This is an optimization exercise on Yosys and OpenROAD, whose aim is small area and a short achievable clock period, not a production implementation.
The RTL was checked by simulation tests, not by an equivalence proof against the original design.

--- design.v ---
`timescale 1ns / 1ps
`default_nettype none
package mwm_pkg;
  localparam int CMD_W   = 9;    
  localparam int OUT_W   = 9;    
  localparam int MP_W    = 8;    
  localparam int PWR_W   = 11;   
  localparam int MAG_W   = 10;   
  localparam int QW      = 8;    
  localparam int DW      = MAG_W + QW;   
  localparam int D3_W    = MAG_W + 2;    
  localparam int LANES   = 4;    
  localparam int DL      = 3;    
  localparam int OUT_LIMIT = 255;
  localparam logic [MP_W-1:0] MP_RESET = 8'd25;
  localparam int APB_AW    = 3;
  localparam int APB_DW    = 32;
  localparam int REG_IDX_W = 1;
  localparam logic [REG_IDX_W-1:0] REG_MIN_POWER = 1'b0;
  localparam int LANE_FL = 0;
  localparam int LANE_FR = 1;
  localparam int LANE_BL = 2;
  localparam int LANE_BR = 3;
endpackage
`default_nettype wire
`timescale 1ns / 1ps
`default_nettype none
import mwm_pkg::*;
module mwm_apb (
  input  logic              clk_i,
  input  logic              rst_ni,
  input  logic              psel,
  input  logic              penable,
  input  logic              pwrite,
  input  logic [APB_AW-1:0] paddr,
  input  logic [APB_DW-1:0] pwdata,
  output logic [APB_DW-1:0] prdata,
  output logic              pready,
  output logic [MP_W-1:0]   min_power_o
);
  logic [MP_W-1:0]      min_power_q, min_power_d;
  logic [REG_IDX_W-1:0] reg_idx;
  logic                 wr_en;
  assign pready  = 1'b1;
  assign reg_idx = paddr[APB_AW-1:2];
  assign wr_en   = psel && penable && pwrite && pready;
  always_comb begin
    min_power_d = min_power_q;
    if (wr_en && (reg_idx == REG_MIN_POWER)) begin
      min_power_d = pwdata[MP_W-1:0];
    end
  end
  always_ff @(posedge clk_i or negedge rst_ni) begin
    if (!rst_ni) begin
      min_power_q <= MP_RESET;
    end else begin
      min_power_q <= min_power_d;
    end
  end
  always_comb begin
    case (reg_idx)
      REG_MIN_POWER: prdata = APB_DW'(min_power_q);
      default:       prdata = '0;
    endcase
  end
  assign min_power_o = min_power_q;
endmodule
`default_nettype wire
`timescale 1ns / 1ps
`default_nettype none
import mwm_pkg::*;
module mwm_mix (
  input  logic                        clk_i,
  input  logic signed [CMD_W-1:0]     strafe_i,
  input  logic signed [CMD_W-1:0]     forward_i,
  input  logic signed [CMD_W-1:0]     rotate_i,
  output logic [DL-1:0][MAG_W-1:0]    mag_o,    
  output logic [LANES-1:0]            neg_o,    
  output logic [MAG_W-1:0]            top_o,    
  output logic                        tp1_o,    
  output logic                        tfirst_o  
);
  logic [CMD_W-1:0]        ax, az;
  logic signed [CMD_W-1:0] y_q;
  logic signed [MAG_W-1:0] s_q, d_q;
  logic [MAG_W-1:0]        e_q;
  logic                    tp1_q;
  always_comb begin
    ax = strafe_i[CMD_W-1] ? CMD_W'(-strafe_i) : CMD_W'(strafe_i);
    az = rotate_i[CMD_W-1] ? CMD_W'(-rotate_i) : CMD_W'(rotate_i);
  end
  always_ff @(posedge clk_i) begin
    y_q   <= forward_i;
    s_q   <= MAG_W'(strafe_i) + MAG_W'(rotate_i);
    d_q   <= MAG_W'(strafe_i) - MAG_W'(rotate_i);
    e_q   <= MAG_W'(ax) + MAG_W'(az);
    tp1_q <= (strafe_i == '0) || (rotate_i == '0) ||
             (strafe_i[CMD_W-1] == rotate_i[CMD_W-1]);
  end
  logic signed [MAG_W-1:0] v, w;
  logic signed [PWR_W-1:0] y, pa, pb;
  logic [CMD_W-1:0]        ay;
  logic [PWR_W-1:0]        df;
  logic                    ge, sy, sw, negp, negm, na, nb;
  always_comb begin
    v  = tp1_q ? d_q : s_q;
    w  = tp1_q ? s_q : d_q;
    y  = PWR_W'(y_q);
    pa = y + PWR_W'(v);
    pb = y - PWR_W'(v);
    na = pa[PWR_W-1];
    nb = pb[PWR_W-1];
    ay = y_q[CMD_W-1] ? CMD_W'(-y_q) : CMD_W'(y_q);
    top_o = MAG_W'(ay) + e_q;
    df = PWR_W'(ay) - PWR_W'(e_q);
    ge = !df[PWR_W-1];              
    sy = y_q[CMD_W-1];
    sw = w[MAG_W-1];
    negp = ge ? sy : sw;            
    negm = ge ? sy : !sw;           
    mag_o[0] = ge ? MAG_W'(df) : MAG_W'(-df);
    mag_o[1] = na ? MAG_W'(-pa) : MAG_W'(pa);
    mag_o[2] = nb ? MAG_W'(-pb) : MAG_W'(pb);
    tp1_o    = tp1_q;
    tfirst_o = (y_q == '0) || (w == '0) || (sy == sw);
    if (tp1_q) begin
      neg_o[LANE_FL] = negp;
      neg_o[LANE_FR] = negm;
      neg_o[LANE_BR] = na;
      neg_o[LANE_BL] = nb;
    end else begin
      neg_o[LANE_BR] = negp;
      neg_o[LANE_BL] = negm;
      neg_o[LANE_FL] = na;
      neg_o[LANE_FR] = nb;
    end
  end
endmodule
`default_nettype wire
`timescale 1ns / 1ps
`default_nettype none
import mwm_pkg::*;
module mwm_div #(
  parameter bit FAST = 1'b1   
) (
  input  logic [DL-1:0][DW-1:0] w_i,
  input  logic [MAG_W-1:0]      dvs_i,
  input  logic [D3_W-1:0]       dvs3_i,
  output logic [DL-1:0][DW-1:0] w_o
);
  logic [DL-1:0][D3_W-1:0] r4;
  logic [DL-1:0][D3_W:0]   e1, e2, e3;
  logic [DL-1:0]           g1, g2, g3;
  logic [DL-1:0][MAG_W-1:0] rn;
  logic [DL-1:0][1:0]      qd;
  for (genvar l = 0; l < DL; l++) begin : g_lane
    assign r4[l] = w_i[l][DW-1:DW-D3_W];
    assign qd[l] = {g2[l], g3[l] | (g1[l] & !g2[l])};
    assign w_o[l] = {rn[l], w_i[l][DW-D3_W-1:0], qd[l]};
    if (FAST) begin : g_fast
      assign e1[l] = {1'b0, r4[l]} - {3'b0, dvs_i};
      assign e2[l] = {1'b0, r4[l]} - {2'b0, dvs_i, 1'b0};
      assign e3[l] = {1'b0, r4[l]} - {1'b0, dvs3_i};
      assign g1[l] = !e1[l][D3_W];
      assign g2[l] = !e2[l][D3_W];
      assign g3[l] = !e3[l][D3_W];
      assign rn[l] = g3[l] ? e3[l][MAG_W-1:0] :
                     g2[l] ? e2[l][MAG_W-1:0] :
                     g1[l] ? e1[l][MAG_W-1:0] : r4[l][MAG_W-1:0];
    end else begin : g_compact
      assign g1[l] = (r4[l] >= {2'b0, dvs_i});
      assign g2[l] = (r4[l] >= {1'b0, dvs_i, 1'b0});
      assign g3[l] = (r4[l] >= dvs3_i);
      assign e1[l] = '0;
      assign e2[l] = '0;
      assign e3[l] = g3[l] ? {1'b0, dvs3_i} :
                     g2[l] ? {2'b0, dvs_i, 1'b0} :
                     g1[l] ? {3'b0, dvs_i} : '0;
      assign rn[l] = r4[l][MAG_W-1:0] - e3[l][MAG_W-1:0];
    end
  end
endmodule
`default_nettype wire
`timescale 1ns / 1ps
`default_nettype none
import mwm_pkg::*;
module mwm_dband (
  input  logic [QW-1:0]   a_i,
  input  logic [MP_W-1:0] span_i,    
  input  logic [MP_W+1:0] span3_i,   
  output logic [15:0]     n_o
);
  logic [3:0][MP_W+1:0] pp;
  logic [15:0]          r0, r1, r2, s1, c1, s2, c2;
  always_comb begin
    for (int k = 0; k < 4; k++) begin
      case (a_i[2*k +: 2])
        2'd0:    pp[k] = '0;
        2'd1:    pp[k] = (MP_W+2)'(span_i);
        2'd2:    pp[k] = (MP_W+2)'({span_i, 1'b0});
        default: pp[k] = span3_i;
      endcase
    end
    r0  = 16'(pp[0]);
    r1  = 16'(pp[1]) << 2;
    r2  = 16'(pp[2]) << 4;
    s1  = r0 ^ r1 ^ r2;
    c1  = ((r0 & r1) | (r0 & r2) | (r1 & r2)) << 1;
    r2  = 16'(pp[3]) << 6;
    s2  = s1 ^ c1 ^ r2;
    c2  = ((s1 & c1) | (s1 & r2) | (c1 & r2)) << 1;
    n_o = s2 + c2;
  end
endmodule
`default_nettype wire
`timescale 1ns / 1ps
`default_nettype none
import mwm_pkg::*;
module mecanum_wheel_mixer_top (
  input  logic                    clk_i,
  input  logic                    rst_ni,
  input  logic                    start,
  output logic                    busy,
  input  logic signed [CMD_W-1:0] strafe_cmd_i,
  input  logic signed [CMD_W-1:0] forward_cmd_i,
  input  logic signed [CMD_W-1:0] rotate_cmd_i,
  output logic                    done_o,
  output logic signed [OUT_W-1:0] front_left_power_o,
  output logic signed [OUT_W-1:0] front_right_power_o,
  output logic signed [OUT_W-1:0] back_left_power_o,
  output logic signed [OUT_W-1:0] back_right_power_o,
  input  logic                    psel,
  input  logic                    penable,
  input  logic                    pwrite,
  input  logic [APB_AW-1:0]       paddr,
  input  logic [APB_DW-1:0]       pwdata,
  output logic [APB_DW-1:0]       prdata,
  output logic                    pready
);
  localparam int             NSTEP = QW / 2;
  localparam logic [NSTEP-2:0] CUT  = 3'b111;
  localparam int             CUTN  = 1;
  localparam logic [NSTEP-1:0] FAST = 4'b0111;
  localparam int             NV    = 5 + CUTN + int'(CUT[0]) + int'(CUT[1]) + int'(CUT[2]);
  logic            busy_q;
  logic [MP_W-1:0] min_power;
  logic [NV-1:0]   v_q;
  always_ff @(posedge clk_i or negedge rst_ni) begin
    if (!rst_ni) begin
      busy_q <= 1'b1;
      v_q    <= '0;
    end else begin
      busy_q <= 1'b0;
      v_q    <= {v_q[NV-2:0], start && !busy_q};
    end
  end
  assign busy   = busy_q;
  assign done_o = v_q[NV-1];
  mwm_apb u_apb (
    .clk_i       (clk_i),
    .rst_ni      (rst_ni),
    .psel        (psel),
    .penable     (penable),
    .pwrite      (pwrite),
    .paddr       (paddr),
    .pwdata      (pwdata),
    .prdata      (prdata),
    .pready      (pready),
    .min_power_o (min_power)
  );
  logic [DL-1:0][MAG_W-1:0] mag, mag_q;
  logic [LANES-1:0]         neg, neg_q;
  logic [MAG_W-1:0]         top, top_q;
  logic                     tp1, tp1_q, tfirst, tfirst_q;
  mwm_mix u_mix (
    .clk_i    (clk_i),
    .strafe_i (strafe_cmd_i),
    .forward_i(forward_cmd_i),
    .rotate_i (rotate_cmd_i),
    .mag_o    (mag),
    .neg_o    (neg),
    .top_o    (top),
    .tp1_o    (tp1),
    .tfirst_o (tfirst)
  );
  always_ff @(posedge clk_i) begin
    mag_q    <= mag;
    neg_q    <= neg;
    top_q    <= top;
    tp1_q    <= tp1;
    tfirst_q <= tfirst;
  end
  localparam int SB_W = LANES + 2;
  logic [NSTEP-1:0][DL-1:0][DW-1:0] w;
  logic [NSTEP-1:0][MAG_W-1:0]      dv;
  logic [NSTEP-1:0][D3_W-1:0]       dv3;
  logic [NSTEP-1:0][SB_W-1:0]       sb;
  logic [NSTEP-1:0][DL-1:0][DW-1:0] w_d;
  logic [DL-1:0][DW-1:0] w0;
  logic [D3_W-1:0]       d3;
  logic [NSTEP-1:0][MAG_W-1:0] dve;
  logic [MAG_W-1:0]            dve0;
  assign dve0 = {top_q[MAG_W-1:QW], top_q[QW-1:0] | {QW{!(|top_q[MAG_W-1:QW])}}};
  for (genvar k = 0; k < NSTEP; k++) begin : g_dve
    assign dve[k] = {dv[k][MAG_W-1:QW], dv[k][QW-1:0] | {QW{!(|dv[k][MAG_W-1:QW])}}};
  end
  always_comb begin
    for (int l = 0; l < DL; l++) begin
      w0[l] = (DW'(mag_q[l]) << 8) - DW'(mag_q[l]);
    end
    d3 = (D3_W'(dve0) << 1) + D3_W'(dve0);
  end
  if (CUTN != 0) begin : g_cutn
    always_ff @(posedge clk_i) begin
      w[0]   <= w0;
      dv[0]  <= top_q;
      dv3[0] <= d3;
      sb[0]  <= {neg_q, tp1_q, tfirst_q};
    end
  end else begin : g_nocutn
    assign w[0]   = w0;
    assign dv[0]  = top_q;
    assign dv3[0] = d3;
    assign sb[0]  = {neg_q, tp1_q, tfirst_q};
  end
  for (genvar k = 0; k < NSTEP - 1; k++) begin : g_step
    mwm_div #(.FAST(FAST[k])) u_div (
      .w_i    (w[k]),
      .dvs_i  (dve[k]),
      .dvs3_i (dv3[k]),
      .w_o    (w_d[k])
    );
    if (CUT[k]) begin : g_reg
      always_ff @(posedge clk_i) begin
        w[k+1]   <= w_d[k];
        dv[k+1]  <= dv[k];
        dv3[k+1] <= dv3[k];
        sb[k+1]  <= sb[k];
      end
    end else begin : g_wire
      assign w[k+1]   = w_d[k];
      assign dv[k+1]  = dv[k];
      assign dv3[k+1] = dv3[k];
      assign sb[k+1]  = sb[k];
    end
  end
  mwm_div #(.FAST(FAST[NSTEP-1])) u_div_last (
    .w_i    (w[NSTEP-1]),
    .dvs_i  (dve[NSTEP-1]),
    .dvs3_i (dv3[NSTEP-1]),
    .w_o    (w_d[NSTEP-1])
  );
  logic [DL-1:0][QW-1:0]    qd;
  logic [LANES-1:0][QW-1:0] q_d, q;
  logic [LANES-1:0]         qn_d, qneg;
  logic [QW-1:0]            qt;
  logic                     qp1, qfirst;
  always_comb begin
    for (int l = 0; l < DL; l++) begin
      qd[l] = w_d[NSTEP-1][l][QW-1:0];
    end
    {qn_d, qp1, qfirst} = sb[NSTEP-1];
    qt = dv[NSTEP-1][QW-1:0] | {QW{|dv[NSTEP-1][MAG_W-1:QW]}};
    if (qp1) begin
      q_d[LANE_FL] = qfirst ? qt : qd[0];
      q_d[LANE_FR] = qfirst ? qd[0] : qt;
      q_d[LANE_BR] = qd[1];
      q_d[LANE_BL] = qd[2];
    end else begin
      q_d[LANE_BR] = qfirst ? qt : qd[0];
      q_d[LANE_BL] = qfirst ? qd[0] : qt;
      q_d[LANE_FL] = qd[1];
      q_d[LANE_FR] = qd[2];
    end
  end
  always_ff @(posedge clk_i) begin
    q    <= q_d;
    qneg <= qn_d;
  end
  logic [MP_W-1:0] span;
  logic [MP_W+1:0] span3_q;
  assign span = ~min_power;
  always_ff @(posedge clk_i) begin
    span3_q <= (MP_W+2)'({span, 1'b0}) + (MP_W+2)'(span);
  end
  logic [LANES-1:0][15:0] n_d, n_q;
  logic [LANES-1:0]       nneg_q, nnz_q;
  for (genvar l = 0; l < LANES; l++) begin : g_db
    mwm_dband u_db (
      .a_i     (q[l]),
      .span_i  (span),
      .span3_i (span3_q),
      .n_o     (n_d[l])
    );
  end
  always_ff @(posedge clk_i) begin
    n_q    <= n_d;
    nneg_q <= qneg;
    for (int l = 0; l < LANES; l++) begin
      nnz_q[l] <= (q[l] != '0);
    end
  end
  logic [MP_W-1:0]             mm_pos, mm_neg;
  logic [LANES-1:0][QW-1:0]    hi;
  logic [LANES-1:0][8:0]       u;
  logic [LANES-1:0][QW-1:0]    t0, t1;
  logic [LANES-1:0][OUT_W-1:0] pwr_d, pwr;
  assign mm_pos = min_power;
  assign mm_neg = (min_power == 8'hff) ? 8'hfe : min_power;
  always_comb begin
    for (int l = 0; l < LANES; l++) begin
      hi[l] = n_q[l][15:8];
      u[l]  = 9'(hi[l]) + 9'(n_q[l][7:0]) + 9'(!nneg_q[l]);
      t0[l] = (nneg_q[l] ? mm_neg : mm_pos) + hi[l];
      t1[l] = (nneg_q[l] ? mm_neg : mm_pos) + hi[l] + 8'd1;
      if (!nnz_q[l]) begin
        pwr_d[l] = '0;
      end else if (nneg_q[l]) begin
        pwr_d[l] = {1'b1, ~(u[l][8] ? t1[l] : t0[l])};
      end else begin
        pwr_d[l] = {1'b0, u[l][8] ? t1[l] : t0[l]};
      end
    end
  end
  always_ff @(posedge clk_i) begin
    pwr <= pwr_d;
  end
  assign front_left_power_o  = pwr[LANE_FL];
  assign front_right_power_o = pwr[LANE_FR];
  assign back_left_power_o   = pwr[LANE_BL];
  assign back_right_power_o  = pwr[LANE_BR];
endmodule
`default_nettype wire
--- run.sh ---
#!/bin/bash
# synth_recipe.tcl (not shown) runs the flow's synth.tcl, then flattens the netlist and writes it again
# the make line also repeats each setting of config.mk as NAME=value (left out here)
make -C /OpenROAD-flow-scripts/flow DESIGN_CONFIG=/design/flow/config.mk WORK_HOME=/design/flow/orfs CLKGATE_MAP_FILE= SYNTH_SCRIPT=/design/flow/synth_recipe.tcl finish
--- config.mk ---
export PLATFORM = sky130hd
export DESIGN_NAME = mecanum_wheel_mixer_top
export DESIGN_NICKNAME = mecanum_wheel_mixer_top
export VERILOG_FILES = /design/flow/design.v
export SDC_FILE = /design/flow/constraint.sdc
export NUM_CORES = 4
export LEC_CHECK = 0
export CAP_MARGIN = 20
export CORE_MARGIN = 2
export CORE_UTILIZATION = 70
export PLACE_DENSITY = 0.85
export SETUP_SLACK_MARGIN = 4.65
export SLEW_MARGIN = 20
--- constraint.sdc ---
create_clock -name core_clock -period 8.5 [get_ports {clk_i}]
set_input_delay 1.7000 -clock core_clock [delete_from_list [all_inputs] [get_ports {clk_i}]]
set_output_delay 1.7000 -clock core_clock [all_outputs]
set_load 0.01 [all_outputs]
==> summary.md, run 1 <==
| Metric | Value |
|---|---|
| Status | no timing/DRC/antenna violations |
| Bufs on Longest Clock Path | 3 |
| Placed insts | 5717 |
| Area growth syn-to-layout | 10.7% |
| WP buf/inv | 1 |
| Fraction of the yosys area taken by sequential cells | 27.0% |
| Hold_sp | w[127] |
| 1st-iter DRT viols | 3622 |
| Worst hold margin | 0.314 ns |
| Synth Area in Compound Gates | 18.5% |
| Worst-Skew Late Latency | 0.65 ns |
| TritonCTS clock tree | yes |
| TNS Setup | 0 ns |
| Largest net degree at the start of global routing | 37 |
| RePlAce Congestion | 0.943 |
| Max-Cap Viols | 0 |
| CTS buffer count | 57 |
| Worst EP arrival | 4.74 ns |
| RSZ-0062 raised after global routing | true |
| Ys async rst share | 3.16% |
| Synth warnings | 4 |
| Post-synthesis mux area share | 3.48% |
| Netlist cell types | 85 |
| Post-Synth Adder-Cell Area | 22.9% |
| Crit-path max cell delay | 0.61 ns |
| Worst min path class | reg2reg |
| Via-to-Cell Ratio | 6.26 |
| Slew headroom | 33.1% |
| CP max-delay cell | fa_1 |
| Detailed placement HPWL | 83600 um |
| GR Util All Layers | 35.2% |
| CP Class | reg2reg |
| Synth Register Bits | 569 |
| Prevailing post-synth register cell | dfxtp_1 |
| Initial core utilization | 70.6% |
| Drt drc | 0 |
| RR Startpoint | u_apb.min_power_q[1] |
| Post-CTS Hold Buffers | 0 |
| Worst Skew | 0.0466 ns |
| WP data required | 9.04 ns |
| IO Count | 139 |
| Row cnt | 90 |
| CP max FO | 34 |
| Die area | 62800 um2 |
| Initial antenna violation count | 2 |
| Vias in the first global route | 34600 |
| Final Hold Viols | 0 |
| Synthesized instance count | 4969 |
| Mapped Area | 42600 um2 |
| Post-Route WL | 116000 um |
| Worst-path clk slew | 0.07 ns |
| Root Driver | clkbuf_16 |
| Fin cells | 5863 |
| Post-DRT Antenna Nets | 0 |
| Fin crit period | 4.21 ns |
| Worst Max-Slew Pin Slew | 1.00 ns |
| Synth Area in XOR/XNOR | 8.82% |
| Critical-path cell list | buf_12 -> mux2i_2 -> nand2_1 -> o21ai_1 -> fa_1 -> fa_1 -> ha_4 -> a21oi_1 -> nor2b_1 -> o211ai_1 -> nand2_1 -> a41oi_2 -> a21oi_1 -> xnor2_1 |
| Core area | 60200 um2 |
| CP Capture Type | register |
| Grt ovf | 0 |
| Fmax | 238 MHz |
| Final setup violation count | 0 |
| Largest family of logic cells by synthesized area | adder cells |
| Delay-heaviest family, CP | adder cells |
| First-pass GRT wire length | 179000 um |
| WL per Instance | 19.9 um |
| Max-slew violations | 0 |
| Startpoint types | register |
| CTS H-tree depth | 2 |
| Beginning of the critical path | u_apb.min_power_q[1] |
| Number of clock sinks | 569 |
| Detailed-route via count | 36700 |
| R2R Setup Slk | 4.29 ns |
| ANT cells | 0 |
| Layout cells sized above 1 | 8.42% |
| DRT Pass-1 Iters | 11 |
| Die Y | 251 um |
| Die W | 251 um |
| Avg Cell Area, Syn | 8.57 um2 |
| Nets | 5823 |
| Number of flops mapped to enable cells by yosys | 0 |
| I/O Buffers | 87 |
| Crit share post-route | 49.5% |
| Synth Area in Simple Gates | 14.5% |
worst paths after layout:
check | cells past startpoint | to
worst max-delay path | 14 | n_q[15]
worst min-delay path | 0 | w[183]
worst max register to register | 14 | n_q[15]
worst min register to register | 0 | w[183]
max in group asynchronous | 1 | u_apb.min_power_q[7]
min in group asynchronous | 1 | u_apb.min_power_q[2]
synthesized netlist by cell type, drive strengths merged (18+ instances only):
library cell | count | share of area, %
ha | 627 | 18
dfxtp | 551 | 26
o21ai | 457 | 5.4
nand2 | 453 | 4.0
nor2 | 366 | 3.2
inv | 331 | 2.9
a21oi | 327 | 3.8
xnor2 | 283 | 5.8
xor2 | 135 | 2.8
clkbuf | 126 | 1.1
mux2i | 104 | 2.4
fa | 96 | 4.5
a21o | 88 | 1.6
nand2b | 81 | 1.2
nor3 | 78 | 0.92
nor2b | 76 | 1.1
o21a | 60 | 1.1
nand3 | 58 | 0.68
and2 | 45 | 0.66
buf | 43 | 0.64
o211ai | 41 | 0.72
mux2 | 39 | 1.0
a211oi | 37 | 0.73
o21bai | 34 | 0.60
or2 | 32 | 0.48
a31oi | 31 | 0.46
o31ai | 31 | 0.55
and3 | 27 | 0.41
nor4 | 26 | 0.38
or3 | 25 | 0.37
a21boi | 22 | 0.39
o211a | 18 | 0.42
or4 | 18 | 0.33
worst register-to-register path: stages (launching register included):
cell and delay, ns:
dfrtp_2 0.46, buf_12 0.20, mux2i_2 0.20, nand2_1 0.09
o21ai_1 0.31, fa_1 0.54, fa_1 0.61, ha_4 0.23
a21oi_1 0.33, nor2b_1 0.14, o211ai_1 0.24, nand2_1 0.14
a41oi_2 0.27, a21oi_1 0.13, xnor2_1 0.21
sequential cells by signal, indices dropped and copies added (netlist names), 4 cells and up:
name,cells
u_mix.d_q,9
qneg,4
nnz_q,4
v_q,9
dv,39
w,205
dv3,48
n_q,64
span3_q,10
u_mix.y_q,9
sb,24
mag_q,27
u_mix.e_q,9
u_mix.s_q,10
q,32
top_q,10
nneg_q,4
neg_q,4
pwr,36
u_apb.min_power_q,8
repair_timing:
item,4_1_cts,5_1_grt
setup buffers,16,20
resized for setup,113,146
cloned,0,1
setup endpoints to repair,99,96
pin swaps,3,34
per-stage QoR:
stage | area [um2] | util [%] | worst slack, ns
3_3_place_gp | 43900 | 72.9 | 3.87
6_report | 47100 | 78.2 | 4.29
5_1_grt | 47100 | 78.2 | 4.24
3_5_place_dp | 43900 | 72.9 | 3.86
2_1_floorplan | 42700 | - | 4.70
4_1_cts | 46400 | 77.0 | 4.60
cell usage in the layout, fill, tap and decap left out, drive strengths merged, types with 58 or more instances in the layout:
cell type      instances
a21o                  88
a21oi                327
buf                   68
clkbuf                70
clkdlybuf4s50         76
dfxtp                551
fa                    96
ha                   627
inv                  340
mux2i                104
nand2                453
nand2b                81
nand3                 58
nor2                 366
nor2b                 76
nor3                  78
o21a                  60
o21ai                457
xnor2                283
xor2                 135
cell type report:
cell class              count  area (um2)
clock inverters            41         561
repair buffers            149        1410
fillers                  3943       13100
well taps                 782         978
flip-flops and latches    569       11600
multi-input cells        3922       29800
clock buffers              67        1560
inverters                 333        1260
logic make-up (layout without fill, tap and decap cells):
group | count (synthesis) | after routing
AND/OR/NAND/NOR | 1326 | 1326
AO/OA/AOI/OAI | 1282 | 1282
adder cells (fa/ha/maj) | 723 | 723
flip-flops | 569 | 569
buffers and inverters | 502 | 590
XOR/XNOR | 422 | 422
multiplexers | 143 | 143
other | 2 | 26
metal layers:
metal	wire (um)	track usage, %
met1	46800	45.3
met2	53100	58.2
met3	9630	4.89
met4	6890	17.3
met5	13	0
==> run 2: changes to the inputs <==
--- a/config.mk
+++ b/config.mk
@@ -5,9 +5,9 @@
 export SDC_FILE = /design/flow/constraint.sdc
 export NUM_CORES = 4
 export LEC_CHECK = 0
-export CAP_MARGIN = 20
+export CAP_MARGIN = 5
 export CORE_MARGIN = 2
-export CORE_UTILIZATION = 70
-export PLACE_DENSITY = 0.85
+export CORE_UTILIZATION = 60
+export PLACE_DENSITY = 0.75
 export SETUP_SLACK_MARGIN = 4.65
-export SLEW_MARGIN = 20
+export SLEW_MARGIN = 5
==> run 2 against run 1 <==
  * First-iteration DRC count is 22% lower
  * Die area increased by 16%
  * Critical path depth up 1
  * Sequential cell count stayed put
  * Wire length decreased by 5.1%
  * Hold slack better by 0.0073 ns
==> summary.md, run 2 <==
| Metric | Value |
|---|---|
| Worst-Skew Late Latency | 0.64 ns (was 0.65 ns) |
| Fill count | 5775 (was 3943) |
| Fin crit period | 3.81 ns (was 4.21 ns) |
| Top cells by area, synth | dfxtp_1 (26%), ha_1 (18%), xnor2_1 (5.8%) (unchanged) |
| Post-Route WL | 111000 um (was 116000 um) |
| GR Util All Layers | 29.4% (was 35.2%) |
| RePlAce Congestion | 0.932 (was 0.943) |
| Status | no timing/DRC/antenna violations (unchanged) |
| Number of flops mapped to enable cells by yosys | 0 (unchanged) |
| Initial core utilization | 60.7% (was 70.6%) |
| Max-slew violations | 0 (unchanged) |
| Ys async rst share | 3.16% (unchanged) |
| RR Startpoint | u_apb.min_power_q[3] (was u_apb.min_power_q[1]) |
| Initial antenna violation count | 8 (was 2) |
| Biggest regs | w: 205 flops, n_q: 64 flops, dv3: 48 flops (unchanged) |
| Largest Register | w (unchanged) |
| Die area | 73100 um2 (was 62800 um2) |
| Fraction of the yosys area taken by sequential cells | 27.0% (unchanged) |
| Worst Skew | 0.0236 ns (was 0.0466 ns) |
| WP data required | 9.03 ns (was 9.04 ns) |
| Nets | 5820 (was 5823) |
| Fin cells | 6018 (was 5863) |
| Prevailing post-synth register cell | dfxtp_1 (unchanged) |
| 1st-iter DRT viols | 2843 (was 3622) |
| Worst Max-Slew Pin Slew | 1.21 ns (was 1.00 ns) |
| WL per Instance | 18.4 um (was 19.9 um) |
| TNS Setup | 0 ns (unchanged) |
| Final setup violation count | 0 (unchanged) |
| Final core occ | 67.1% (was 78.2%) |
| Slew headroom | 19.1% (was 33.1%) |
| Mapped Area | 42600 um2 (unchanged) |
| Startpoint types | register (unchanged) |
| Crit share post-route | 44.8% (was 49.5%) |
| Die W | 270 um (was 251 um) |
| Detailed-route via count | 35100 (was 36700) |
| Final Hold Viols | 0 (unchanged) |
| Most common cell in the netlist | ha_1 (unchanged) |
| Register area | 11600 um2 (about the same) |
| Core area | 70100 um2 (was 60200 um2) |
| Max-Cap Viols | 0 (unchanged) |
| Worst min path class | reg2reg (unchanged) |
| DRT Pass-1 Iters | 5 (was 11) |
| DP Area | 44100 um2 (was 43900 um2) |
| Commonest non-fill, non-tap cell in the layout | ha_1 (unchanged) |
| Layout cells sized above 1 | 7.78% (was 8.42%) |
| Fmax | 263 MHz (was 238 MHz) |
| CP max FO | 5 (was 34) |
| Worst-path clk slew | 0.06 ns (was 0.07 ns) |
| RSZ-0062 raised after global routing | true (unchanged) |
| Vias in the first global route | 33100 (was 34600) |
| Synth Register Bits | 569 (unchanged) |
| Hold_sp | w[126] (was w[127]) |
| Post-DRT Antenna Nets | 0 (unchanged) |
| Largest register FFs | 205 (unchanged) |
| Root Driver | clkbuf_16 (unchanged) |
| Via-to-Cell Ratio | 5.83 (was 6.26) |
| Post-route cell area | 47100 um2 (about the same) |
| Area leader, netlist | dfxtp_1 (unchanged) |
| CP Class | reg2reg (unchanged) |
| CP Capture Type | register (unchanged) |
| Most frequent cells after synthesis | ha_1 (627), dfxtp_1 (551), nand2_1 (453) (unchanged) |
| Area of the multi-input gates | 29600 um2 (was 29800 um2) |
| Number of clock sinks | 569 (unchanged) |
| Worst hold path cell count | 0 (unchanged) |
| Worst EP arrival | 4.33 ns (was 4.74 ns) |
| Avg Cell Area, Syn | 8.57 um2 (unchanged) |
| I/O Buffers | 87 (unchanged) |
| CTS buffer count | 58 (was 57) |
| Post-CTS Hold Buffers | 0 (unchanged) |
| TritonCTS clock tree | yes (unchanged) |
| Largest net degree at the start of global routing | 36 (was 37) |
| R2R Setup Slk | 4.69 ns (was 4.29 ns) |
| Synth warnings | 4 (unchanged) |
| Placed insts | 5877 (was 5717) |
| RR Endpoint | n_q[46] (was n_q[15]) |
| CTS H-tree depth | 2 (unchanged) |
| Hold EP | w[182] (was w[183]) |
| Area growth syn-to-layout | 10.7% (about the same) |
| Die Y | 270 um (was 251 um) |
| Netlist cell types | 85 (unchanged) |
| Bufs on Longest Clock Path | 3 (unchanged) |
| Detailed placement HPWL | 84200 um (was 83600 um) |
| Synthesized instance count | 4969 (unchanged) |
| Drt drc | 0 (unchanged) |
| Grt ovf | 0 (unchanged) |
| Commonest non-fill, non-tap cells in the layout | ha_1 (619), dfxtp_1 (518), nand2_1 (449) (was ha_1 (618), dfxtp_1 (518), nand2_1 (444)) |
| Row cnt | 97 (was 90) |
| Share of the synthesized area in the top cell type | 25.9% (unchanged) |
| Reg2Reg Depth | 15 (was 14) |
| First-pass GRT wire length | 175000 um (was 179000 um) |
| DP Worst Slack | 3.86 ns (about the same) |
| Final Worst Setup Slack | 4.69 ns (was 4.29 ns) |
| IO Count | 139 (unchanged) |
==> run 2: cell count changes in the layout (fill, tap and decap cells not counted), sizes merged, moves of 2 or more <==
cell,previous run,this run
clkbuf,70,74
buf,68,65
clkinv,17,14
bufinv,10,8
clkinvlp,7,9
inv,340,338
==> run 2: worst max-delay path by stage <==
stage                     end                  from  slack [ns]  cells past startpoint
finish                n_q[46]  u_apb.min_power_q[3]        4.69                     15
global route          pwr[34]  u_apb.min_power_q[4]        4.51                     13
CTS                 prdata[7]              paddr[2]        4.60                      3
detailed placement  prdata[7]              paddr[2]        3.86                      3
global placement    prdata[7]              paddr[2]        3.86                      3
floorplan             n_q[14]                  q[0]        4.70                     18
==> run 2: cells by family after synthesis <==
logic type      Yosys count  share of synthesized area, %
fa+ha+maj               723                          22.9
other cells               2                        0.0176
xor+xnor                422                          8.82
buf+inv                 502                          4.69
compound gates         1282                          18.5
mux                     143                          3.48
flops                   569                          27.0
simple gates           1326                          14.5
==> run 2: critical path, stage by stage (launching register included) <==
cell	delay, ns
dfstp_4	0.66
buf_4	0.15
o21ai_0	0.08
nand2_1	0.07
o21ai_0	0.09
fa_1	0.49
fa_1	0.51
ha_1	0.33
a21o_1	0.21
a21oi_2	0.17
o21bai_1	0.09
a21oi_2	0.19
o21ai_2	0.10
a21o_1	0.21
a21oi_2	0.17
xnor2_1	0.18
==> run 2: metal layers <==
layer	vias to the layer above	routed length, um	global-route usage (%)
met5	-	26	0
met4	4	3890	10.3
met3	228	7080	3.41
met2	1123	50800	48.9
met1	16300	48800	39.5
li1	17500	-	-
==> run 2: metrics by stage <==
| step | hold slack [ns] |
|---|---|
| floorplan | 0.310 |
| global route | 0.329 |
| global placement | 0.311 |
| detailed placement | 0.312 |
| CTS | 0.314 |
| finish | 0.322 |
==> run 2: cell type report <==
type | instances | share of cell area, %
multi-input combinational | 3922 | 62.9
sequential | 569 | 24.6
clock buffer | 72 | 3.46
timing repair buffer | 145 | 2.87
inverter | 333 | 2.67
tap | 940 | 2.50
clock inverter | 36 | 0.991
antenna | 1 | 0.00531
==> run 2: what timing repair did <==
item / CTS / global route
setup endpoints to repair: 101 / 104
pin swaps: 5 / 21
gates resized for setup: 103 / 124
gates cloned: 0 / 0
buffers inserted: 15 / 17
==> run 3: changes to the inputs <==
--- a/config.mk
+++ b/config.mk
@@ -5,9 +5,11 @@
 export SDC_FILE = /design/flow/constraint.sdc
 export NUM_CORES = 4
 export LEC_CHECK = 0
-export CAP_MARGIN = 5
+export CAP_MARGIN = 20
 export CORE_MARGIN = 2
 export CORE_UTILIZATION = 60
+export CTS_CLUSTER_DIAMETER = 60
+export CTS_CLUSTER_SIZE = 25
 export PLACE_DENSITY = 0.75
-export SETUP_SLACK_MARGIN = 4.65
-export SLEW_MARGIN = 5
+export SETUP_SLACK_MARGIN = 4.75
+export SLEW_MARGIN = 20
==> run 3 against run 2 <==
  * Still clean on timing, DRC and antenna
  * Cell count shrank 0.15%
  * Wire length rose by 0.23%
  * Sequential cell count unchanged
  * Register-to-register slack better by 0.098 ns
  * Clock skew is 0.018 ns higher
  * Via count is 0.22% higher
  * Critical endpoint is now prdata[1]
==> summary.md, run 3 <==
| Metric | Value |
|---|---|
| Post-DRT Antenna Nets | 0 (unchanged) |
| Avg Cell Area, Syn | 8.57 um2 (unchanged) |
| First-pass GRT wire length | 173000 um (was 175000 um) |
| Post-synthesis mux area share | 3.48% (unchanged) |
| Fill count | 5788 (was 5775) |
| Post-Route WL | 111000 um (about the same) |
| Worst Max-Slew Pin Slew | 1.09 ns (was 1.21 ns) |
| DP Area | 44200 um2 (was 44100 um2) |
| Worst hold path cell count | 0 (unchanged) |
| Synth Area in XOR/XNOR | 8.82% (unchanged) |
| Post-route cell area | 47200 um2 (was 47100 um2) |
| Synth Area in Compound Gates | 18.5% (unchanged) |
| Mapped Area | 42600 um2 (unchanged) |
| RSZ-0062 raised after global routing | true (unchanged) |
| Area leader, netlist | dfxtp_1 (unchanged) |
| Post-Synth Adder-Cell Area | 22.9% (unchanged) |
| TNS Setup | 0 ns (unchanged) |
| TritonCTS clock tree | yes (unchanged) |
| Beginning of the critical path | paddr[2] (was u_apb.min_power_q[3]) |
| Synth Register Bits | 569 (unchanged) |
| Slew headroom | 27.4% (was 19.1%) |
| Placed insts | 5879 (was 5877) |
| Synthesized instance count | 4969 (unchanged) |
| Drt drc | 0 (unchanged) |
| DRT Pass-1 Iters | 6 (was 5) |
| Detailed placement HPWL | 84000 um (was 84200 um) |
| Largest register FFs | 205 (unchanged) |
| Startpoint types | input port (was register) |
| Bufs on Longest Clock Path | 3 (unchanged) |
| Worst-Skew Late Latency | 0.63 ns (was 0.64 ns) |
| Number of flops mapped to enable cells by yosys | 0 (unchanged) |
| Fmax | 268 MHz (was 263 MHz) |
| GR Util All Layers | 29.0% (was 29.4%) |
| Row cnt | 97 (unchanged) |
| Worst EP arrival | 2.03 ns (was 4.33 ns) |
| Netlist cell types | 85 (unchanged) |
| Grt ovf | 0 (unchanged) |
| Initial antenna violation count | 3 (was 8) |
| Nets | 5825 (was 5820) |
| Die Y | 270 um (unchanged) |
| CTS buffer count | 43 (was 58) |
| RePlAce Congestion | 0.921 (was 0.932) |
| Worst Skew | 0.0412 ns (was 0.0236 ns) |
| Commonest non-fill, non-tap cell in the layout | ha_1 (unchanged) |
| Worst hold margin | 0.309 ns (was 0.322 ns) |
| 1st-iter DRT viols | 2787 (was 2843) |
| Reg2Reg Depth | 13 (was 15) |
| Hold_sp | w[57] (was w[126]) |
| Fin cells | 6009 (was 6018) |
| I/O Buffers | 87 (unchanged) |
| CP max FO | 9 (was 5) |
| IO Count | 139 (unchanged) |
| ANT cells | 0 (was 1) |
| Register area | 11600 um2 (about the same) |
| Die W | 270 um (unchanged) |
| Worst-path clk slew | 0.09 ns (was 0.06 ns) |
| Synth Area in Simple Gates | 14.5% (unchanged) |
| Detailed-route via count | 35200 (was 35100) |
| Fin crit period | 3.73 ns (was 3.81 ns) |
| Initial core utilization | 60.7% (unchanged) |
| Biggest regs | w: 205 flops, n_q: 64 flops, dv3: 48 flops (unchanged) |
| Ys async rst share | 3.16% (unchanged) |
| Crit share post-route | 43.9% (was 44.8%) |
| RR Startpoint | u_apb.min_power_q[3] (unchanged) |
| WL per Instance | 18.4 um (about the same) |
| Die area | 73100 um2 (unchanged) |
| Root Driver | clkbuf_16 (unchanged) |
| Synth warnings | 4 (unchanged) |
| CTS H-tree depth | 2 (unchanged) |
| Most frequent cells after synthesis | ha_1 (627), dfxtp_1 (551), nand2_1 (453) (unchanged) |
| Fraction of the yosys area taken by sequential cells | 27.0% (unchanged) |
| Number of clock sinks | 569 (unchanged) |
| Largest Register | w (unchanged) |
| Status | no timing/DRC/antenna violations (unchanged) |
| Area of the multi-input gates | 29900 um2 (was 29600 um2) |
| CP Capture Type | primary output (was register) |
| Commonest non-fill, non-tap cells in the layout | ha_1 (609), dfxtp_1 (516), nand2_1 (446) (was ha_1 (619), dfxtp_1 (518), nand2_1 (449)) |
| Most common cell in the netlist | ha_1 (unchanged) |
| Prevailing post-synth register cell | dfxtp_1 (unchanged) |
| WP data required | 6.80 ns (was 9.03 ns) |
| Top cells by area, synth | dfxtp_1 (26%), ha_1 (18%), xnor2_1 (5.8%) (unchanged) |
| Max-slew violations | 0 (unchanged) |
| Area growth syn-to-layout | 10.8% (was 10.7%) |
| Layout cells sized above 1 | 8.34% (was 7.78%) |
| Final Worst Setup Slack | 4.77 ns (was 4.69 ns) |
| Via-to-Cell Ratio | 5.85 (was 5.83) |
| Final setup violation count | 0 (unchanged) |
| Final core occ | 67.2% (was 67.1%) |
| Vias in the first global route | 33000 (was 33100) |
| CP Class | in2out (was reg2reg) |
| Setup crit end | prdata[1] (was n_q[46]) |
| DP Worst Slack | 3.81 ns (was 3.86 ns) |
| Share of the synthesized area in the top cell type | 25.9% (unchanged) |
| R2R Setup Slk | 4.79 ns (was 4.69 ns) |
| Largest net degree at the start of global routing | 37 (was 36) |
| Worst min path class | reg2reg (unchanged) |
| RR Endpoint | n_q[15] (was n_q[46]) |
| Max-Cap Viols | 0 (unchanged) |
| Largest family of logic cells by synthesized area | adder cells (unchanged) |
| Final Hold Viols | 0 (unchanged) |
| Core area | 70100 um2 (unchanged) |
-- run 3: timing repair --
item	4_1_cts	5_1_grt
hold buffers	0	0
gates cloned	0	0
setup endpoints to repair	138	105
resized for setup	151	143
pin swaps	11	47
setup buffers	25	24
-- run 3: routing by layer --
layer  up-vias  GRT usage (%)  share of wire (%)
li1      17500              -                  -
met3       303           3.12                6.1
met5         -              0                  0
met1     16300           38.3                 43
met4         0           12.0                4.5
met2      1103           48.4                 46
-- run 3: worst max-delay path, cell delays in order --
cell	delay [ns]
buf_6	0.11
nor2_1	0.07
buf_2	0.14
-- run 3: cells by family (layout without fill, tap and decap cells) --
group,count (synthesis),in the layout
other cells,2,26
simple gates,1326,1326
xor+xnor,422,422
compound gates,1282,1282
fa+ha+maj,723,723
buf+inv,502,578
mux,143,143
flops,569,569
-- run 3: area by class of cell --
cell class | instances | area share [%]
clock buffer | 48 | 2.41
timing repair buffer | 165 | 3.33
multi-input combinational | 3922 | 63.4
sequential | 569 | 24.6
clock inverter | 32 | 1.12
tap | 940 | 2.49
inverter | 333 | 2.68
-- run 3: how the worst min path moves through the flow --
stage,to,slack [ns]
6_report,w[113],0.31
3_3_place_gp,qneg[1],0.31
2_1_floorplan,nneg_q[0],0.31
5_1_grt,w[185],0.32
3_5_place_dp,w[96],0.31
4_1_cts,w[113],0.31
==> run 4: changes to the inputs <==
--- a/config.mk
+++ b/config.mk
@@ -5,11 +5,10 @@
 export SDC_FILE = /design/flow/constraint.sdc
 export NUM_CORES = 4
 export LEC_CHECK = 0
+export ABC_AREA = 1
 export CAP_MARGIN = 20
 export CORE_MARGIN = 2
 export CORE_UTILIZATION = 60
-export CTS_CLUSTER_DIAMETER = 60
-export CTS_CLUSTER_SIZE = 25
 export PLACE_DENSITY = 0.75
 export SETUP_SLACK_MARGIN = 4.75
 export SLEW_MARGIN = 20
==> run 4 against run 3 <==
  * Core utilization is 1.5 points lower
  * Non-clock buffer count down 22
  * Clock skew fell by 0.014 ns
  * Worst setup slack lost 0.013 ns
  * Register-to-register slack improved by 0.07 ns
  * Sequential cell count stayed put
  * Fmax decreased by 0.36%
  * Highest routed layer is now met5
==> summary.md, run 4 <==
| Metric | Value |
|---|---|
| Status | no timing/DRC/antenna violations (unchanged) |
| Synth Area in XOR/XNOR | 6.98% (was 8.82%) |
| Most frequent cells after synthesis | nand2_1 (1382), inv_1 (669), ha_1 (627) (was ha_1 (627), dfxtp_1 (551), nand2_1 (453)) |
| Synth Area in Simple Gates | 24.1% (was 14.5%) |
| Netlist cell types | 57 (was 85) |
| Crit share post-route | 44.0% (was 43.9%) |
| Worst-Skew Late Latency | 0.65 ns (was 0.63 ns) |
| Post-synthesis mux area share | 0% (was 3.48%) |
| Initial antenna violation count | 7 (was 3) |
| Die area | 76600 um2 (was 73100 um2) |
| Largest net degree at the start of global routing | 34 (was 37) |
| IO Count | 139 (unchanged) |
| CTS buffer count | 60 (was 43) |
| CP max FO | 9 (unchanged) |
| Slew headroom | 34.0% (was 27.4%) |
| Worst EP arrival | 2.04 ns (was 2.03 ns) |
| Largest Register | w (unchanged) |
| WL per Instance | 17.2 um (was 18.4 um) |
| Post-DRT Antenna Nets | 0 (unchanged) |
| Core area | 74100 um2 (was 70100 um2) |
| Post-Synth Adder-Cell Area | 21.9% (was 22.9%) |
| Post-Route WL | 124000 um (was 111000 um) |
| Mapped Area | 44600 um2 (was 42600 um2) |
| Number of flops mapped to enable cells by yosys | 0 (unchanged) |
| Detailed-route via count | 41000 (was 35200) |
| Delay-heaviest family, CP | buffers and inverters (unchanged) |
| Worst min path class | reg2reg (unchanged) |
| DRT Pass-1 Iters | 8 (was 6) |
| Largest family of logic cells by synthesized area | simple AND/OR/NAND/NOR gates (was adder cells) |
| TNS Setup | 0 ns (unchanged) |
| CP Class | in2out (unchanged) |
| Synth warnings | 4 (unchanged) |
| Worst hold margin | 0.313 ns (was 0.309 ns) |
| Max-slew violations | 0 (unchanged) |
| Nets | 6968 (was 5825) |
| RePlAce Congestion | 0.950 (was 0.921) |
| Prevailing post-synth register cell | dfxtp_1 (unchanged) |
| Met2 wire length | 56000 um (was 51200 um) |
| Die Y | 277 um (was 270 um) |
| Root Driver | clkbuf_16 (unchanged) |
| Initial core utilization | 60.3% (was 60.7%) |
| Worst Max-Slew Pin Slew | 0.986 ns (was 1.09 ns) |
| Worst-path clk slew | 0.07 ns (was 0.09 ns) |
| Area growth syn-to-layout | 9.18% (was 10.8%) |
| Fill count | 6520 (was 5788) |
| Grt ovf | 0 (unchanged) |
| Ys async rst share | 3.16% (unchanged) |
| I/O Buffers | 87 (unchanged) |
| Critical-path cell list | buf_6 -> nor2_1 -> buf_2 (unchanged) |
| Worst Skew | 0.0274 ns (was 0.0412 ns) |
| GR Util All Layers | 31.4% (was 29.0%) |
| Area leader, netlist | dfxtp_1 (unchanged) |
| First-pass GRT wire length | 196000 um (was 173000 um) |
| Met3 wire length | 9270 um (was 6740 um) |
| Die W | 277 um (was 270 um) |
| WP buf/inv | 2 (unchanged) |
| Max-Cap Viols | 0 (unchanged) |
| Largest register FFs | 205 (unchanged) |
| Startpoint types | input port (unchanged) |
| Bufs on Longest Clock Path | 3 (unchanged) |
| Fin crit period | 3.74 ns (was 3.73 ns) |
| Synthesized instance count | 6091 (was 4969) |
| M1 wire length | 53700 um (was 47900 um) |
| CP Capture Type | primary output (unchanged) |
| Commonest non-fill, non-tap cells in the layout | nand2_1 (1382), inv_1 (657), ha_1 (625) (was ha_1 (609), dfxtp_1 (516), nand2_1 (446)) |
| WP data required | 6.80 ns (about the same) |
| Share of the synthesized area in the top cell type | 24.7% (was 25.9%) |
| Final Hold Viols | 0 (unchanged) |
| Synth Register Bits | 569 (unchanged) |
| Fraction of the yosys area taken by sequential cells | 25.7% (was 27.0%) |
| Vias in the first global route | 38200 (was 33000) |
| Drt drc | 0 (unchanged) |
| Top cells by area, synth | dfxtp_1 (25%), ha_1 (18%), nand2_1 (12%) (was dfxtp_1 (26%), ha_1 (18%), xnor2_1 (5.8%)) |
| TritonCTS clock tree | yes (unchanged) |
| Detailed placement HPWL | 96800 um (was 84000 um) |
| CTS H-tree depth | 2 (unchanged) |
| Most common cell in the netlist | nand2_1 (was ha_1) |
| Crit-path max cell delay | 0.14 ns (about the same) |
| Synth Area in Compound Gates | 13.7% (was 18.5%) |
| Via-to-Cell Ratio | 5.69 (was 5.85) |
| Row cnt | 100 (was 97) |
| Avg Cell Area, Syn | 7.33 um2 (was 8.57 um2) |
| CP max-delay cell | buf_2 (unchanged) |
| Final setup violation count | 0 (unchanged) |
| Layout cells sized above 1 | 5.33% (was 8.34%) |
| RSZ-0062 raised after global routing | true (unchanged) |
| Max Used Layer | met5 (was met4) |
| 1st-iter DRT viols | 3385 (was 2787) |
| Biggest regs | w: 205 flops, n_q: 64 flops, dv3: 48 flops (unchanged) |
| Number of clock sinks | 569 (unchanged) |
| Fmax | 267 MHz (was 268 MHz) |
| Commonest non-fill, non-tap cell in the layout | nand2_1 (was ha_1) |
## run 4: area by class of cell
| type | instances | area, um2 | share of cell area (%) |
|---|---|---|---|
| Antenna cell | 1 | 2.50 | 0.00513 |
| Clock buffer | 71 | 1630 | 3.35 |
| Clock inverter | 40 | 422 | 0.865 |
| Inverter | 690 | 2650 | 5.43 |
| Multi-Input combinational cell | 4712 | 30000 | 61.5 |
| Sequential cell | 569 | 11500 | 23.6 |
| Tap cell | 969 | 1210 | 2.49 |
| Timing Repair Buffer | 143 | 1320 | 2.71 |
| Timing Repair inverter | 1 | 5.00 | 0.0103 |
## run 4: what timing repair did
item / 4_1_cts / 5_1_grt
gates cloned: 1 / 1
hold buffers: 0 / 0
setup buffers: 10 / 29
resized for setup: 61 / 40
endpoints found under the setup margin: 53 / 29
endpoints found under the hold margin: 0 / 0
pin swaps: 3 / 5
## run 4: routing by layer
layer	vias to the layer above	GRT usage (%)
li1	20500	-
met4	4	11.9
met5	-	0
met1	18600	41.4
met2	1519	51.9
met3	347	4.77
## run 4: cell families (layout without fill, tap and decap cells)
family / after synthesis / in the layout
AO/OA/AOI/OAI: 1060 / 1060
XOR/XNOR: 354 / 354
adder cells (fa/ha/maj): 723 / 723
buffers and inverters: 834 / 945
flip-flops: 569 / 569
other: 2 / 27
AND/OR/NAND/NOR: 2549 / 2549
## run 4: stage by stage
stage	instances	instance area [um2]	util, %	worst slack [ns]
6_report	7196	48700	65.8	4.76
5_1_grt	7195	48700	65.8	4.73
4_1_cts	7165	48300	65.2	4.75
3_5_place_dp	7043	46200	62.3	3.84
3_3_place_gp	7043	46200	62.3	3.84
2_1_floorplan	6115	44700	-	4.74
## run 4: worst paths after layout
path	from	to	slack, ns	cells past startpoint
setup / recovery	paddr[2]	prdata[4]	4.76	3
hold / removal	w[126]	w[182]	0.31	0
setup reg to reg	span3_q[3]	n_q[14]	4.86	14
hold reg to reg	w[126]	w[182]	0.31	0
max in group asynchronous	rst_ni	u_apb.min_power_q[2]	6.35	1
min in group asynchronous	rst_ni	u_apb.min_power_q[7]	1.53	1
==> run 5: changes to the inputs <==
--- a/config.mk
+++ b/config.mk
@@ -5,10 +5,9 @@
 export SDC_FILE = /design/flow/constraint.sdc
 export NUM_CORES = 4
 export LEC_CHECK = 0
-export ABC_AREA = 1
 export CAP_MARGIN = 20
 export CORE_MARGIN = 2
 export CORE_UTILIZATION = 60
 export PLACE_DENSITY = 0.75
-export SETUP_SLACK_MARGIN = 4.75
+export SETUP_SLACK_MARGIN = 4.8
 export SLEW_MARGIN = 20
==> run 5 against run 4 <==
  * Sequential cell count unchanged
  * First-iteration DRC count down 19%
  * Via count down 13%
  * Clock skew up 0.0036 ns
  * Hold slack better by 0.0064 ns
  * Synthesized area down 4.6%
  * Worst setup slack worse by 0.037 ns
==> summary.md, run 5 <==
| Metric | Value |
|---|---|
| Area growth syn-to-layout | 13.1% (was 9.18%) |
| Fraction of the yosys area taken by sequential cells | 27.0% (was 25.7%) |
| Mapped Area | 42600 um2 (was 44600 um2) |
| First-pass GRT wire length | 175000 um (was 196000 um) |
| Placed insts | 5878 (was 7043) |
| Commonest non-fill, non-tap cell in the layout | ha_1 (was nand2_1) |
| Core area | 70100 um2 (was 74100 um2) |
| Netlist cell types | 85 (was 57) |
| Number of flops mapped to enable cells by yosys | 0 (unchanged) |
| RePlAce Congestion | 0.911 (was 0.950) |
| Slew headroom | 37.4% (was 34.0%) |
| Fmax | 265 MHz (was 267 MHz) |
| I/O Buffers | 87 (unchanged) |
| Layout cells sized above 1 | 9.94% (was 5.33%) |
| Post-DRT Antenna Nets | 0 (unchanged) |
| Synth Register Bits | 569 (unchanged) |
| IO Count | 139 (unchanged) |
| DP Area | 44200 um2 (was 46200 um2) |
| CTS H-tree depth | 2 (unchanged) |
| Worst Max-Slew Pin Slew | 0.936 ns (was 0.986 ns) |
| Area of the multi-input gates | 30200 um2 (was 30000 um2) |
| Nets | 5849 (was 6968) |
| Area leader, netlist | dfxtp_1 (unchanged) |
| Worst-Skew Late Latency | 0.66 ns (was 0.65 ns) |
| Die Y | 270 um (was 277 um) |
| CTS buffer count | 59 (was 60) |
| Root Driver | clkbuf_16 (unchanged) |
| Top cells by area, synth | dfxtp_1 (26%), ha_1 (18%), xnor2_1 (5.8%) (was dfxtp_1 (25%), ha_1 (18%), nand2_1 (12%)) |
| Fin cells | 6050 (was 7196) |
| TritonCTS clock tree | yes (unchanged) |
| Worst Skew | 0.0309 ns (was 0.0274 ns) |
| Die W | 270 um (was 277 um) |
| Final setup violation count | 0 (unchanged) |
| Prevailing post-synth register cell | dfxtp_1 (unchanged) |
| Grt ovf | 0 (unchanged) |
| Largest register FFs | 205 (unchanged) |
| Post-route cell area | 48200 um2 (was 48700 um2) |
| Synthesized instance count | 4969 (was 6091) |
| CP Class | reg2out (was in2out) |
| Largest net degree at the start of global routing | 36 (was 34) |
| Most frequent cells after synthesis | ha_1 (627), dfxtp_1 (551), nand2_1 (453) (was nand2_1 (1382), inv_1 (669), ha_1 (627)) |
| Initial antenna violation count | 3 (was 7) |
| Largest Register | w (unchanged) |
| Worst EP arrival | 2.08 ns (was 2.04 ns) |
| Avg Cell Area, Syn | 8.57 um2 (was 7.33 um2) |
| R2R Setup Slk | 4.79 ns (was 4.86 ns) |
| TNS Setup | 0 ns (unchanged) |
| Final Hold Viols | 0 (unchanged) |
| DRT Pass-1 Iters | 8 (unchanged) |
| Crit share post-route | 44.5% (was 44.0%) |
| Post-Route WL | 114000 um (was 124000 um) |
| Detailed-route via count | 35500 (was 41000) |
| Worst hold margin | 0.319 ns (was 0.313 ns) |
| Initial core utilization | 60.7% (was 60.3%) |
| Worst min path class | reg2reg (unchanged) |
| Register area | 11600 um2 (was 11500 um2) |
| 1st-iter DRT viols | 2745 (was 3385) |
| Detailed placement HPWL | 84300 um (was 96800 um) |
| CP max FO | 6 (was 9) |
| Max-slew violations | 0 (unchanged) |
| Commonest non-fill, non-tap cells in the layout | ha_1 (603), dfxtp_1 (518), nand2_1 (445) (was nand2_1 (1382), inv_1 (657), ha_1 (625)) |
| CP Capture Type | primary output (unchanged) |
| Drt drc | 0 (unchanged) |
| WL per Instance | 18.9 um (was 17.2 um) |
| WP data required | 6.80 ns (about the same) |
| RSZ-0062 raised after global routing | true (unchanged) |
| Most common cell in the netlist | ha_1 (was nand2_1) |
| Fin crit period | 3.78 ns (was 3.74 ns) |
| Die area | 73100 um2 (was 76600 um2) |
| Ys async rst share | 3.16% (unchanged) |
| Row cnt | 97 (was 100) |
| Synth warnings | 4 (unchanged) |
| Via-to-Cell Ratio | 5.87 (was 5.69) |
| GR Util All Layers | 29.6% (was 31.4%) |
| Startpoint types | register (was input port) |
| Max-Cap Viols | 0 (unchanged) |
| Worst-path clk slew | 0.07 ns (about the same) |
| Bufs on Longest Clock Path | 3 (unchanged) |
| Biggest regs | w: 205 flops, n_q: 64 flops, dv3: 48 flops (unchanged) |
| Share of the synthesized area in the top cell type | 25.9% (was 24.7%) |
| Number of clock sinks | 569 (unchanged) |
| Status | no timing/DRC/antenna violations (unchanged) |
| Fill count | 5542 (was 6520) |
| Vias in the first global route | 33100 (was 38200) |
run 5: changes by cell type after synthesis, moves of 119 or more:
cell	previous run	this run
nor2_1	506	365
nand3_1	400	58
xor2_1	277	135
inv_1	669	331
a21oi_1	446	327
o21ai_0	309	431
xnor2_1	75	283
nand2_1	1382	453
run 5: per-stage QoR:
stage / setup WS (ns) / util [%]
2_1_floorplan: 4.78 / -
3_3_place_gp: 3.86 / 62.9
3_5_place_dp: 3.86 / 62.9
4_1_cts: 4.73 / 66.9
5_1_grt: 4.60 / 68.6
6_report: 4.72 / 68.6
run 5: final cells by class:
| cell class | instances | area share [%] |
|---|---|---|
| Multi-Input combinational cell | 3922 | 62.6 |
| Sequential cell | 569 | 24.1 |
| Timing Repair Buffer | 173 | 3.65 |
| Clock buffer | 63 | 3.18 |
| Inverter | 333 | 2.64 |
| Tap cell | 940 | 2.44 |
| Clock inverter | 49 | 1.39 |
| Antenna cell | 1 | 0.00520 |
run 5: logic make-up after synthesis:
group | after synthesis | share of synthesized area, %
AOI/OAI and AO/OA | 1282 | 18.5
other | 2 | 0.0176
DFF | 569 | 27.0
muxes | 143 | 3.48
and+or+nand+nor | 1326 | 14.5
buffers and inverters | 502 | 4.69
adders and majority gates | 723 | 22.9
xor gates and xnor gates | 422 | 8.82
run 5: layer usage:
| metal | GRT usage, % | routed length, um | up-vias |
|---|---|---|---|
| met3 | 3.18 | 7160 | 325 |
| met4 | 13.2 | 5740 | 0 |
| li1 | - | - | 17600 |
| met5 | 0 | 0 | - |
| met1 | 39.0 | 49000 | 16400 |
| met2 | 48.8 | 52500 | 1210 |
run 5: worst paths after layout:
check | to | startpoint | depth (start not counted)
setup / recovery | prdata[0] | u_apb.min_power_q[0] | 5
hold / removal | w[58] | w[2] | 0
setup reg to reg | n_q[14] | span3_q[8] | 13
hold reg to reg | w[58] | w[2] | 0
max in group asynchronous | u_apb.min_power_q[6] | rst_ni | 1
min in group asynchronous | u_apb.min_power_q[2] | rst_ni | 1
run 5: worst max-delay path, stage by stage, from the launching register on:
cell	delay, ns
dfstp_4	0.69
buf_6	0.16
buf_4	0.16
clkinvlp_4	0.15
nor2_2	0.12
buf_2	0.13
run 5: timing repair:
action	in CTS	in global routing
hold buffers	0	0
hold endpoints to repair	0	0
cloned	1	2
gates resized for setup	158	208
pin swaps	14	80
setup endpoints to repair	154	113
setup buffers	26	29

==> what the ideal ports hide <==
The results above use ideal ports. As a check the final layouts listed here were re-extracted and re-timed, cells and wires unchanged.
Step 1: set_driving_cell puts a clkbuf_16 on clk_i and a buf_2 on each other input, an assumption about the parent block.
Step 2 adds t to the input delays and takes it off the output delays; t is the mean of the earliest and latest rising clock arrival at the registers after step 1. Input paths then give back, and output paths get back, about the clock's delay inside the block.
a / b / c = ideal ports / drivers / drivers and shift; a / b = the first two.
run	t (ns)	setup slack, ns	latest minus earliest clock arrival (ns)	worst register clock-pin slew, ns
run 1	0.699	4.293 / 4.293 / 4.129	0.047 / 0.047	0.08 / 0.08
run 2	0.695	4.692 / 4.672 / 4.174	0.024 / 0.024	0.07 / 0.07
run 3	0.673	4.771 / 4.737 / 4.298	0.042 / 0.042	0.09 / 0.09
run 4	0.707	4.758 / 4.727 / 4.237	0.028 / 0.028	0.07 / 0.07
run 5	0.707	4.721 / 4.654 / 4.273	0.037 / 0.038	0.07 / 0.07
After both steps setup and hold are still met in every run listed. For run 4, which loses most, drivers alone change the setup slack by -0.031 ns; drivers and shift together by -0.521 ns.
